What follows belongs to an exercise in optimizing a design on an open flow for small area and few clock cycles per item; a production flow would make more cautious choices.
At most, simulation tests tie the RTL to the original design; equivalence was not proved.
Function not checked in run 2: the RTL went through the layout flow alone.

==> flow/design.v (outline; a module is shown in full before it is edited, if it fits) <==
// module mac_prime2r: 763 lines
// module mac_benc: 13 lines
// module mac_inv: 6 lines
// module mac_xor2: 7 lines
// module mac_xfer: 8 lines
// module mac_nmaj: 8 lines
// module mac_ao21: 8 lines
// module mac_and2: 7 lines
// module mac_nand2: 7 lines
// module mac_o22ai: 9 lines
// module mac_fa: 10 lines
// module mac_ha: 9 lines
// module mac_xnor: 7 lines
// module mac_or: 7 lines
// module mac_nmux2: 8 lines
module mac_prime2r #(
  parameter int MAX_TERMS = 1024,
  parameter int CNT_W     = 11
) (
  input  logic         clk,
  input  logic         rst_n,
  input  logic         in_valid,
  output logic         in_ready,
  input  logic         in_last,
  input  logic [23:0]  a,
  input  logic [23:0]  b,
  output logic         out_valid,
  input  logic         out_ready,
  output logic [69:0]  c,
  output logic         err
);
  // ...
==> flow/flow/run.sh <==
#!/bin/bash
# Own layout flow: the standard flow (standard.sh), with the standard
# synthesis unchanged, then the layout steps with a few extra ORFS settings
# read from flow/knobs.txt (one VAR=value per line):
#  - port buffers are plain buffers instead of the default delay-cell choice,
#  - optional extra repair/recovery settings.
# Each step's full output goes to its own log file in this folder.
set -euo pipefail
here=$(pwd)
knobs=()
if [[ -f flow/knobs.txt ]]; then
  while IFS= read -r line; do
    [[ -z "$line" || "$line" == \#* ]] && continue
    knobs+=("$line")
  done < flow/knobs.txt
fi
bash standard.sh synth > "$here/flow_synth.log" 2>&1
bash standard.sh "${knobs[@]}" finish > "$here/flow_layout.log" 2>&1
test -s out/final.def
==> flow/flow/knobs.txt <==
BUFFER_PORTS_ARGS=-buffer_cell sky130_fd_sc_hd__buf_1
==> flow/standard.sh <==
#!/bin/bash
# synth_recipe.tcl (not shown) runs the flow's synth.tcl, then flattens the netlist and writes it again
# the make line also repeats each setting of config.mk as NAME=value (left out here)
make -C /OpenROAD-flow-scripts/flow DESIGN_CONFIG=/design/flow/config.mk WORK_HOME=/design/flow/orfs CLKGATE_MAP_FILE= SYNTH_SCRIPT=/design/flow/synth_recipe.tcl "${@:-finish}"
==> flow/config.mk <==
export PLATFORM = sky130hd
export DESIGN_NAME = mac_prime2r
export DESIGN_NICKNAME = mac_prime2r
export VERILOG_FILES = /design/flow/design.v
export SDC_FILE = /design/flow/constraint.sdc
export NUM_CORES = 4
export LEC_CHECK = 0
export CAP_MARGIN = 0
export CORE_MARGIN = 2
export CORE_UTILIZATION = 55
export CTS_BUF_LIST = sky130_fd_sc_hd__clkbuf_8 sky130_fd_sc_hd__clkbuf_16
export GPL_TIMING_DRIVEN = 0
export SLEW_MARGIN = 0
export SYNTH_HIERARCHICAL = 1
==> flow/constraint.sdc <==
create_clock -name core_clock -period 8.0 [get_ports {clk}]
set_input_delay 1.6000 -clock core_clock [delete_from_list [all_inputs] [get_ports {clk}]]
set_output_delay 1.6000 -clock core_clock [all_outputs]
set_load 0.01 [all_outputs]
==> run notes, run 1 <==
Run status:
- The flow ran to the end and the layout has no timing, DRC or antenna violations.

Setup path:
- The critical path is of the input pin to register type.
- The cell count along the critical path is 25.
- The worst setup path is captured at a register.
- For the worst setup path, the data arrival time is 8.06 ns.
- The critical path buffer and inverter count is 3.

Clock tree:
- The number of buffers between clock root and the deepest sink is 2.
- The tree built by TritonCTS fans out to 83 sinks.
- Post-CTS timing repair inserted 25 buffers for setup.
- The later pin in the worst-skew pair is clocked with a latency of 0.39 ns.

Final layout:
- Relative to the synthesized area, the layout overhead comes to 16.06%.
- In the layout the tool counted multi-input logic cells amounting to around 1500.
- The top cell types in the final layout, fill and taps aside, are sky130_fd_sc_hd__fa_1 (297), sky130_fd_sc_hd__xor2_1 (293), sky130_fd_sc_hd__o22ai_1 (265), sky130_fd_sc_hd__buf_1 (113), sky130_fd_sc_hd__xnor2_1 (109).

GRT:
- The leftover overflow at the end of global routing is 0.

Synthesis:
- The complex-gate fraction of the synthesized area is 15.03%.
- After synthesis, the share of flip-flops with an asynchronous set or reset is 15.66%.
- The dominant synthesized flop cell is sky130_fd_sc_hd__dfxtp_1.

Route:
- Dividing the detail-routed via count by the number of cells gives 6.233.
- The remaining antenna violation count after routing is 0.
- The count of unresolved DRC violations after routing is 0.
- In the detailed route, the total length drawn on met2 is around 26 mm.

Floorplan:
- The initial cell density of the core is 55.73%.
- The count of pins on the block boundary is 126.
- The die is 179.8 µm wide.

Hold path:
- The instance count along the most critical hold path is 2.
- The endpoint with the worst hold slack is err_r.

STA:
- The transition time at the pin with the least slew margin is ~0.94 ns.
- The worst clock skew is between 0.015 and 0.02 ns.
Testbench counts, summed over its fixed seeds: cycles 31,914, items 31,906.
==> inputs of run 2 (changes only) <==
--- a/flow/design.v
+++ b/flow/design.v
@@ -739,29 +739,28 @@
       out_valid_r <= (in_xfer_s & in_last) | (out_valid_r & ~out_ready);
       clr_r       <= 1'b0;
     end
   end
   localparam int TW = ((2 ** (CNT_W - 1)) >= MAX_TERMS) ? CNT_W - 1 : CNT_W;
   localparam logic [TW-1:0] LAST_CNT = TW'(MAX_TERMS - 1);
   logic [TW-1:0] cnt_r;
   logic          err_r;
+  always_ff @(posedge clk) begin
+    if (clr_r || (in_xfer_s && in_last)) begin
+      cnt_r <= '0;
+    end else if (in_xfer_s) begin
+      cnt_r <= cnt_r + 1'b1;
+    end
+  end
   always_ff @(posedge clk or negedge rst_n) begin
     if (!rst_n) begin
-      cnt_r <= '0;
       err_r <= 1'b0;
-    end else if (in_xfer_s) begin
-      if (in_last) begin
-        cnt_r <= '0;
-      end else begin
-        if (cnt_r == LAST_CNT) begin
-          err_r <= 1'b1;
-        end
-        cnt_r <= cnt_r + 1'b1;
-      end
+    end else if (in_xfer_s && !in_last && cnt_r == LAST_CNT) begin
+      err_r <= 1'b1;
     end
   end
   assign err = err_r;
 endmodule
 module mac_benc (
   input  logic b2,
   input  logic b1,
   input  logic b0,
==> flow/flow/knobs.txt (replaced) <==
BUFFER_PORTS_ARGS=-buffer_cell sky130_fd_sc_hd__buf_1
REMOVE_ABC_BUFFERS=1
==> flow/config.mk (replaced) <==
export PLATFORM = sky130hd
export DESIGN_NAME = mac_prime2r
export DESIGN_NICKNAME = mac_prime2r
export VERILOG_FILES = /design/flow/design.v
export SDC_FILE = /design/flow/constraint.sdc
export NUM_CORES = 4
export LEC_CHECK = 0
export CAP_MARGIN = 0
export CORE_MARGIN = 2
export CORE_UTILIZATION = 65
export CTS_BUF_LIST = sky130_fd_sc_hd__clkbuf_8 sky130_fd_sc_hd__clkbuf_16
export GPL_TIMING_DRIVEN = 0
export SLEW_MARGIN = 0
export SYNTH_HIERARCHICAL = 1
==> run 2 against run 1 <==
  * Critical path depth grew 1
  * Fmax shrank 1.3%
  * Clock skew fell by 0.0050 ns
  * Wire length down 1.2%
  * Largest cell class unchanged
  * Hold slack got worse by 0.0033 ns
  * Core utilization grew 10 points
==> run notes, run 2 <==
Final layout:
- The most common cell after layout, fill and taps aside is sky130_fd_sc_hd__xor2_1 (was sky130_fd_sc_hd__fa_1).
- The layout overhead on the synthesized area is 14.65% (was 16.06%).
- The number of nets in the final layout was 2277 (was 2322).
- Leading cell types in the layout, fill and taps excluded: sky130_fd_sc_hd__xor2_1 (295), sky130_fd_sc_hd__fa_1 (288), sky130_fd_sc_hd__o22ai_1 (254), sky130_fd_sc_hd__buf_1 (112), sky130_fd_sc_hd__xnor2_1 (110) (was sky130_fd_sc_hd__fa_1 (297), sky130_fd_sc_hd__xor2_1 (293), sky130_fd_sc_hd__o22ai_1 (265), sky130_fd_sc_hd__buf_1 (113), sky130_fd_sc_hd__xnor2_1 (109)).
- The number of fill cells in the layout is 1903 (was 2621).
- The most flop-heavy register was acc_r (unchanged).
- The number of flip-flops in the largest register came to 70 (unchanged).
- The number of antenna diodes is 0 (unchanged).
- The number of cells in the finished layout apart from fillers is 2203 (was 2309).
- Top flop regs: acc_r x70, cnt_r x10 (unchanged).
- The finished layout cell area is 19400 µm² (was 19730 µm²).
- The share of post-route cells with drive strength above 1 is 11.19% (was 10.25%).

Synthesis:
- The cell taking the most area after synthesis is sky130_fd_sc_hd__fa_1 (unchanged).
- The Yosys warning count was 8 (unchanged).
- Top cell types by occurrence after synthesis: sky130_fd_sc_hd__xor2_1 (303), sky130_fd_sc_hd__fa_1 (302), sky130_fd_sc_hd__o22ai_1 (276) (unchanged).
- The number of flip-flops and latches in the synthesized netlist is 83 (unchanged).
- The library cell with the highest instance count after synthesis is sky130_fd_sc_hd__xor2_1 (unchanged).
- The post-synthesis cell type count is 40 (was 45).
- The dominant synthesized flop cell is sky130_fd_sc_hd__dfxtp_1 (unchanged).
- The fraction of post-synthesis cell area in the top cell type by area is 35.72% (was 35.56%).
- The cell count after synthesis is 1693 (was 1701).
- The share of synthesized flip-flops with an asynchronous set or reset is 3.614% (was 15.66%).
- The proportion of synthesized chip area in sequential cells was 9.914% (was 10.16%).
- The cell area after technology mapping is 16920 µm² (was 17000 µm²).
- The number of enable-type register cells in the synthesized netlist is 0 (unchanged).
- Main area contributors after synthesis: sky130_fd_sc_hd__fa_1 (36%), sky130_fd_sc_hd__xor2_1 (16%), sky130_fd_sc_hd__o22ai_1 (10%), sky130_fd_sc_hd__dfxtp_1 (9.5%), sky130_fd_sc_hd__xnor2_1 (5.7%) (was sky130_fd_sc_hd__fa_1 (36%), sky130_fd_sc_hd__xor2_1 (16%), sky130_fd_sc_hd__o22ai_1 (10%), sky130_fd_sc_hd__dfxtp_1 (8.2%), sky130_fd_sc_hd__xnor2_1 (5.6%)).
- The average size of a mapped cell came to 9.997 µm² (was 9.996 µm²).

GRT:
- The via count of the first global-routing pass is 14920 (was 14900).
- The all-layer global routing usage came to 40.04% (was 34.10%).
- The pin count of the biggest net entering global routing is 32 (was 25).
- The met3 global-route usage is 9.366% (was 5.855%).
- The met1 track utilization from global routing is 51.78% (was 44.37%).
- The global-route track usage on met2 was 63.75% (was 55.68%).
- The leftover overflow at the end of global routing is 0 (unchanged).
- The most heavily used metal layer in global routing is met2 (unchanged).
- The number of antenna violations at the first check in global routing is 0 (was 1).
- The wire length of the first global-routing pass is 82.46 mm (was 85.11 mm).

STA:
- The time the final worst path needs with I/O delays and setup is 7.888 ns (was 7.782 ns).
- The fmax is 126.8 MHz (was 128.5 MHz).
- The hold slack is 0.4886 ns (was 0.4919 ns).
- The hold violation total from the final report is 0 (unchanged).
- The transition time at the pin with the least slew margin is 1.414 ns (was 0.9434 ns).
- The max-slew violation count is 0 (unchanged).
- The worst path setup slack after routing was 0.1122 ns (was 0.2180 ns).
- The share of the clock period used by the worst path after layout is 98.60% (was 97.28%).
- The setup-violating endpoint count in the final report was 0 (unchanged).
- The worst clock skew was 0.01212 ns (was 0.01716 ns).
- The relative max-transition margin is 5.633% (was 35.48%).

Setup path:
- The launching element type of the critical path is an input pin (unchanged).
- The type of the worst setup path is input pin to register (unchanged).
- The maximum fanout encountered on the critical timing path is 18 (was 8).
- The arrival time of data at the critical path endpoint is 8.15 ns (was 8.06 ns).
- The required arrival time at the worst endpoint is 8.26 ns (was 8.28 ns).
- The category of the worst setup path capture point is a register (unchanged).

Floorplan:
- The horizontal die dimension came to 165.4 µm (was 179.8 µm).
- The count of pins on the block boundary is 126 (unchanged).
- The core region area is 25840 µm² (was 30510 µm²).
- The row count is 59 (was 64).
- The die footprint is 27350 µm² (was 32340 µm²).
- The y dimension of the die came to 165.4 µm (was 179.8 µm).
- The initial cell density of the core is 65.51% (was 55.73%).

Route:
- The via density per instance was 6.702 (was 6.233).
- The count of vias placed by the detailed router is 14760 (was 14390).
- The DRC marker count from the first detailed-route iteration is 1825 (was 1373).
- The wire length per cell after detailed routing is 24.69 µm (was 23.84 µm).
- The number of optimization iterations in the first detailed-route pass was 6 (unchanged).
- The remaining antenna violation count after routing is 0 (unchanged).
- The count of unresolved DRC violations after routing is 0 (unchanged).
- The overall routed net length is 54.39 mm (was 55.06 mm).

Placed design:
- The placement-stage worst setup slack is -2.008 ns (was -2.435 ns).
- The placed standard-cell area is 18080 µm² (was 18180 µm²).
- The final HPWL from detailed placement is 38.01 mm (was 39.99 mm).
- The final weighted congestion in routability-driven placement is 0.9535 (was 0.9296).
- The number of cells after detailed placement is 2156 (was 2234).
- The number of port buffers is 125 (was 123).

Clock tree:
- The root buffer selected by CTS is sky130_fd_sc_hd__clkbuf_16 (unchanged).
- The number of hold-repair buffers added at the cts stage is 0 (unchanged).
- The clock-pin slew on the worst setup and hold paths was 0.08 ns (was 0.07 ns).
- The clock insertion delay at the later pin of the skew report is 0.37 ns (was 0.39 ns).
- The CTS tree is yes (unchanged).
- The number of buffers between clock root and the deepest sink is 2 (unchanged).
- The number of buffers added by the clock tree synthesis step is 9 (unchanged).
- The count of clock tree sinks is 83 (unchanged).
- The maximum level of the CTS H-tree is 3 (unchanged).

Flow run:
- The max-capacitance violation count was 0 (unchanged).

Run status:
- Run status: timing/DRC/antenna clean (unchanged).

Hold path:
- The type of the tightest min-delay check is register to register (unchanged).
run 2: metrics by stage:
step | util [%] | setup TNS [ns]
floorplan | - | -15.10
finish | 75.10 | 0
global route | 75.10 | -0.009234
global placement | 68.74 | -123.77
CTS | 72.97 | 0
detailed placement | 69.98 | -64.07
run 2: logic make-up (layout without fill, tap and decap cells):
logic type	count (synthesis)	count (layout)	synth area share [%]
xor gates and xnor gates	415	415	21.52
AOI/OAI and AO/OA	389	391	14.87
adders and majority gates	361	361	40.08
and+or+nand+nor	301	302	9.529
buffers and inverters	120	289	2.706
DFF	83	83	9.914
muxes	23	23	1.360
other	1	4	0.02216
run 2: final cells by class:
cell class,count,area [µm²],share of cell area (%)
clock buffers,9,225.2,1.161
clock inverters,7,57.56,0.2966
inverters,105,431.7,2.225
multi-input cells,1496,15550,80.16
flip-flops and latches,83,1678,8.647
well taps,335,419.2,2.160
repair buffers,158,978.4,5.042
repair inverters,10,60.06,0.3095
run 2: timing repair:
item                       in CTS  in global routing
setup endpoints to repair      46                 26
gates cloned                   11                  3
pin swaps                       5                 36
setup buffers                  12                  5
gates resized for setup        91                 80
run 2: final timing paths:
| path | start | to | slack, ns | depth (start not counted) |
|---|---|---|---|---|
| worst max register to register | out_valid_r | acc_r[45] | 0.99 | 25 |
| worst min-delay path | cnt_r[6] | cnt_r[6] | 0.49 | 2 |
| worst min register to register | cnt_r[6] | cnt_r[6] | 0.49 | 2 |
| max in group asynchronous | rst_n | clr_r | 6.75 | 1 |
| worst max-delay path | out_ready | acc_r[45] | 0.11 | 26 |
| min in group asynchronous | rst_n | err_r | 1.02 | 1 |
run 2: routing by layer:
metal	share of wire [%]	routed length, µm
met1	37	19900
met2	46	24880
met3	12	6397
met4	5.9	3214
met5	0	0
run 2: worst max-delay path, cell delays in order:
cell and delay, ns:
sky130_fd_sc_hd__clkbuf_4 0.19, sky130_fd_sc_hd__nand2b_4 0.15, sky130_fd_sc_hd__and2_4 0.30, sky130_fd_sc_hd__buf_6 0.15, sky130_fd_sc_hd__buf_12 0.11, sky130_fd_sc_hd__o21ai_4 0.11, sky130_fd_sc_hd__buf_8 0.20, sky130_fd_sc_hd__o22ai_2 0.15
sky130_fd_sc_hd__xor2_1 0.23, sky130_fd_sc_hd__fa_1 0.50, sky130_fd_sc_hd__fa_1 0.54, sky130_fd_sc_hd__fa_2 0.40, sky130_fd_sc_hd__fa_1 0.51, sky130_fd_sc_hd__fa_1 0.58, sky130_fd_sc_hd__ha_4 0.22, sky130_fd_sc_hd__and2_1 0.16
sky130_fd_sc_hd__a21o_1 0.25, sky130_fd_sc_hd__a21o_1 0.19, sky130_fd_sc_hd__a21o_4 0.22, sky130_fd_sc_hd__a21o_4 0.25, sky130_fd_sc_hd__a21o_1 0.20, sky130_fd_sc_hd__a21o_1 0.20, sky130_fd_sc_hd__a21o_1 0.21, sky130_fd_sc_hd__a21o_1 0.19
sky130_fd_sc_hd__a21o_1 0.19, sky130_fd_sc_hd__xnor2_2 0.14
run 2: Yosys stat by module, one instance, submodules excluded, a selection:
| module | flops+latches | cells | cell area, µm² |
|---|---|---|---|
| mac_nmux2 | 0 | 1 | 10.01 |
| mac_ha | 0 | 1 | 12.51 |
| mac_and2 | 0 | 1 | 6.256 |
| mac_ao21 | 0 | 1 | 7.507 |
| mac_inv | 0 | 1 | 3.754 |
| mac_o22ai | 0 | 1 | 6.256 |
| mac_prime2r | 83 | 427 | 3722 |
| mac_or | 0 | 1 | 6.256 |

-- port drivers added, routing unchanged --
No port has a modelled driver above. Below, the same layouts with a new extraction and two added sets of constraints. Step 1: set_driving_cell puts a clkbuf_16 on clk and a buf_2 on each other input, an assumption about the parent block. Step 2 adds t to the input delays and takes it off the output delays; t is the mean of the earliest and latest rising clock arrival at the registers after step 1. Input paths then give back, and output paths get back, about the clock's delay inside the block. Three values: ideal, step 1, step 2; two values: the first two.
run	t, ns	setup WS [ns]	latest minus earliest clock arrival (ns)
run 1	0.432	0.218 / 0.249 / -0.184	0.017 / 0.017
run 2	0.414	0.112 / 0.135 / -0.280	0.012 / 0.013
Met with ideal ports but missed after step 2: setup timing in run 1 and run 2. The setup slack of run 1, which loses most, moves by +0.031 ns with the drivers and by -0.402 ns with both steps.
